This design comes from an exercise in tuning for small area, a short achievable clock period and few clock cycles per item on the open sky130 flow, not from production work. Only simulation tests tie the RTL to the original design; equivalence was not proved.

==> flow/design.v, too long to show whole: its modules and the start of the top module <==
// module gdd_date_unit: 113 lines
// module gdd_diff: 242 lines
// module gdd_fa: 4 lines
// module gdd_ha: 4 lines
// module gdd_pg: 4 lines
// module gdd_g: 3 lines
// module gregorian_date_difference_days: 298 lines
module gregorian_date_difference_days (
  input  logic        clk_i,
  input  logic        rst_ni,
  input  logic        s_axis_tvalid_i,
  output logic        s_axis_tready_o,
  input  logic [71:0] s_axis_tdata_i,
  output logic        m_axis_tvalid_o,
  input  logic        m_axis_tready_i,
  output logic [31:0] m_axis_tdata_o,
  output logic [0:0]  m_axis_tuser_o
);
  // ...
==> flow/run.sh <==
#!/bin/bash
# synth_recipe.tcl (not shown) runs the flow's synth.tcl, then flattens the netlist and writes it again
# the make line also repeats each setting of config.mk as NAME=value (left out here)
make -C /OpenROAD-flow-scripts/flow DESIGN_CONFIG=/design/flow/config.mk WORK_HOME=/design/flow/orfs CLKGATE_MAP_FILE= SYNTH_SCRIPT=/design/flow/synth_recipe.tcl finish
==> flow/config.mk <==
export PLATFORM = sky130hd
export DESIGN_NAME = gregorian_date_difference_days
export DESIGN_NICKNAME = gregorian_date_difference_days
export VERILOG_FILES = /design/flow/design.v
export SDC_FILE = /design/flow/constraint.sdc
export NUM_CORES = 4
export LEC_CHECK = 0
export CAP_MARGIN = 20
export CORE_MARGIN = 2
export CORE_UTILIZATION = 50
export SLEW_MARGIN = 20
export SYNTH_HIERARCHICAL = 1
export SYNTH_MINIMUM_KEEP_SIZE = 0
==> flow/constraint.sdc <==
create_clock -name core_clock -period 8.5 [get_ports {clk_i}]
set_input_delay 1.7000 -clock core_clock [delete_from_list [all_inputs] [get_ports {clk_i}]]
set_output_delay 1.7000 -clock core_clock [all_outputs]
set_load 0.01 [all_outputs]
==> results.cfg, run 1 <==
[route]
vias = 8667
ant_nets = 0
dr_wl_met2_um = 12510
avgViaCountPerCell = 4.950

[job]
maxCapViolations = 0

[cells_and_area]
final_area_um2 = 16290
fin_util = 0.5674

[yosys]
synth_top_area_cell = edfxtp_1
synth_common_cells = inv_1, ha_1, fa_1
synthSimpleGateAreaFrac = 0.07623
synth-compound-area-share = 0.1120
synth.avg_cell_area_um2 = 11.41
synth_seq_cells = 131
synth_top_family_by_area = adder cells

[grt]
use_met2 = 0.3110
grt-ovfl-total = 0

[hold_path]
min_from = ok2
whs_path_depth = 0

[clock_tree]
cts_sinks = 131

[run_status]
status = timing/DRC/antenna clean

[critical_path]
startpoint = m_axis_tready_i
crit_path_max_fanout = 59
path_common_cell = clkdlybuf4s50_1
cpMaxStageDelayCell = clkdlybuf4s50_1
r2r-start = em1[1]
start_kind = input port

[floorplan]
dieArea_um2 = 30460
start_util = 0.5066

[timing]
fin_crit_sh = 0.6049
finalSetupViolCount = 0

[placement]
postPlaceCellArea_um2 = 15670
Testbench counts, summed over its fixed seeds: cycles 12,024, items 12,000.
==> run 2: changes to the inputs <==
==> flow/flow/run.sh (new file) <==
#!/bin/bash
# The standard layout, with the port buffers made from the platform's
# smallest plain buffer instead of the delay buffer the flow picks.
set -euo pipefail
export BUFFER_PORTS_ARGS="-buffer_cell sky130_fd_sc_hd__buf_1"
bash standard.sh > standard.log 2>&1
==> flow/standard.sh (new file) <==
#!/bin/bash
# synth_recipe.tcl (not shown) runs the flow's synth.tcl, then flattens the netlist and writes it again
# the make line also repeats each setting of config.mk as NAME=value (left out here)
make -C /OpenROAD-flow-scripts/flow DESIGN_CONFIG=/design/flow/config.mk WORK_HOME=/design/flow/orfs CLKGATE_MAP_FILE= SYNTH_SCRIPT=/design/flow/synth_recipe.tcl "${@:-finish}"
removed: flow/run.sh
==> run 2 against run 1 <==
Compared with the run above:
- still clean on timing, DRC and antenna
- fmax is 14% higher
- routed wire length rose by 1.4%
- critical endpoint is now days3[24]
- area after synthesis unchanged
- clock-buffer cell count stayed put
==> results.cfg, run 2 <==
[run_status]
status = timing/DRC/antenna clean

[clock_tree]
ctsResizeCount = 0
max-clock-path-buffers = 2
root_buffer = clkbuf_16
clkLatencyLatePin_ns = 0.43
path_clk_slew_ns = 0.06
htreeDepth = 4
cts_sinks = 131
cts_tree = built
ctsHoldBuffers = 0
cts_setup_buffers = 0
cts_buffers = 17

[floorplan]
start_util = 0.5066
die_height_um = 174.5
core_area_um2 = 28700
num_rows = 62
fp.dieW_um = 174.5
io_pins = 111
dieArea_um2 = 30460

[route]
detailedRoute.firstPassIterationCount = 4
wirelength_um = 26980
ant_nets = 0
wl_per_cell_um = 15.40
vias = 8684
drt_iter0_markers = 393
avgViaCountPerCell = 4.957
drc = 0

[cells_and_area]
largest-register = days3
nets = 1779
drive_above_1_share = 0.05921
diodes = 0
fin_util = 0.5448
final_common_cell = inv_1
syn_to_final_growth_pct = 7.529
largest_reg_flops = 26
area.sequential_um2 = 3919
mostFrequentLayoutCells = inv_1, ha_1, fa_1
final.fill_count = 2551
multi_input_area_um2 = 9374

[grt]
antenna_found_initial = 0
track_usage = 0.1892
grt_pass1_wl_um = 45420
grt_max_degree = 53
grt_pass1_vias = 9002
grt-ovfl-total = 0

[yosys]
async_reset_ff_frac = 0.02290
synth.most_common_cell = inv_1
synth_seq_cells = 131
synth_top_flop_cell = edfxtp_1
synth_top_area_cell = edfxtp_1
synth_top_cell_area_share = 0.2643
synth_area_um2 = 14540
synth_common_cells = inv_1, ha_1, fa_1
synth.area.top_cells = edfxtp_1, fa_1, ha_1
ys_seq_area_frac = 0.2695
synth.avg_cell_area_um2 = 11.41
synth_edf_count = 128
ys_warn_count = 8
ys_types = 62
synthCells = 1274

[timing]
fmax_ghz = 0.2220
final_max_slew_viol_count = 0
fin_skew_ns = 0.01221
fin_setup_tns_ns = 0
fin_crit_sh = 0.5299
finalSetupViolCount = 0
relSlewSlack = 0.4129
fin_crit_ns = 4.504
fin_ws_ns = 3.996
worstMarginPinSlew_ns = 0.8784
rsz0062_at_grt = false
finalHoldViolations = 0

[placement]
hpwl_um = 22770
dp_worst_setup_slack_ns = 3.977
port_buffers = 104
gp_congestion = 0.8482

[hold_path]
hold_class = reg -> reg

[critical_path]
start_kind = flip-flop
cp_data_required_time_ns = 8.66
criticalPathCategory = reg -> reg
cp-end-kind = flip-flop
crit_path_max_fanout = 10
cp.arrival_ns = 4.67

[job]
maxCapViolations = 0
==> run 2: changes by cell type in the layout (fill, tap and decap cells not counted), sizes merged <==
cell,before,now
inv,230,231
bufinv,4,3
clkdlybuf4s50,104,0
buf,1,106
==> run 2: logic make-up (layout without fill, tap and decap cells) <==
logic type / Yosys count / in the layout / share of synthesized area
fa+ha+maj: 348 / 348 / 0.3800
buf+inv: 299 / 365 / 0.09370
compound gates: 221 / 221 / 0.1120
simple gates: 179 / 179 / 0.07624
flops: 131 / 131 / 0.2695
xor+xnor: 74 / 74 / 0.05335
mux: 17 / 17 / 0.01394
other cells: 5 / 33 / 0.001291
==> run 2: per-module statistics from Yosys, one instance, submodules excluded <==
module                          cell area [um^2]  copies in the design  cells inside
gdd_g                                      7.507                    71             1
gdd_fa                                     20.02                   156             1
gregorian_date_difference_days              6126                     1           468
gdd_diff                                   845.8                     1           144
gdd_date_unit                              838.3                     2           102
gdd_pg                                     13.76                    58             2
gdd_ha                                     12.51                   115             1
==> run 2: per-layer routing <==
layer | share of wire | wire length (um) | track usage | vias to the layer above
met2 | 0.47 | 12760 | 0.3145 | 154
met4 | 0.015 | 410 | 0.04826 | 0
met1 | 0.48 | 12970 | 0.2624 | 4167
met3 | 0.031 | 836 | 0.02668 | 19
li1 | - | - | - | 4344
met5 | 0 | 0 | 0 | -
==> run 2: worst paths after layout <==
kind	from	end	slack (ns)	cells past startpoint
worst min-delay path	v2_q	v3_q	0.46	1
worst max register to register	dy2[3]	days3[24]	4.00	13
worst max-delay path	dy2[3]	days3[24]	4.00	13
max in group asynchronous	rst_ni	v3_q	7.27	1
worst min register to register	v2_q	v3_q	0.46	1
min in group asynchronous	rst_ni	v2_q	1.07	1
==> run 2: per-stage QoR <==
step | cell area [um^2] | std cells | hold WS (ns)
after global placement | 15030 | 1720 | 0.4443
after floorplan | 14650 | 1302 | 0.4003
final | 15640 | 1752 | 0.4566
after detailed placement | 15030 | 1720 | 0.4585
after CTS | 15640 | 1752 | 0.4631
after global routing | 15640 | 1752 | 0.4931
==> run 2: area by class of cell <==
type / instances / share of cell area
multi-input combinational: 872 / 0.5995
sequential: 131 / 0.2506
inverter: 227 / 0.05449
tap: 384 / 0.03073
clock buffer: 18 / 0.02745
timing repair buffer: 106 / 0.02593
clock inverter: 14 / 0.01128
==> run 2: critical path, stage by stage (launching register included) <==
cell and delay, ns:
edfxtp_1 0.57, fa_1 0.51, fa_1 0.43, fa_1 0.50
inv_1 0.05, fa_1 0.47, inv_1 0.04, ha_1 0.30
and2_1 0.17, a21o_1 0.24, a21o_1 0.29, a21o_1 0.31
a21o_1 0.21, xor2_1 0.16

what the ideal ports hide:
No port has a modelled driver above. Below, the same layouts with a new extraction and two added sets of constraints. Step 1, drivers: a clkbuf_16 drives clk_i and a buf_2 each remaining input, both assumed. Step 2 times the ports against the registers' clock, not the clock port: input delays grow and output delays shrink by t, the midpoint of the rising clock arrivals with the driver on. a / b / c = no drivers / after step 1 / after step 2; a / b = the first two.
| run | t, ns | setup WS [ns] | cell pins on the clock port's net |
|---|---|---|---|
| run 1 | 0.467 | 3.359 / 3.337 / 3.337 | 1 |
| run 2 | 0.470 | 3.996 / 3.996 / 3.996 | 1 |
After both steps every run listed still meets setup and hold. For run 1, which loses most, drivers alone change the setup slack by -0.022 ns; drivers and shift together by -0.022 ns.
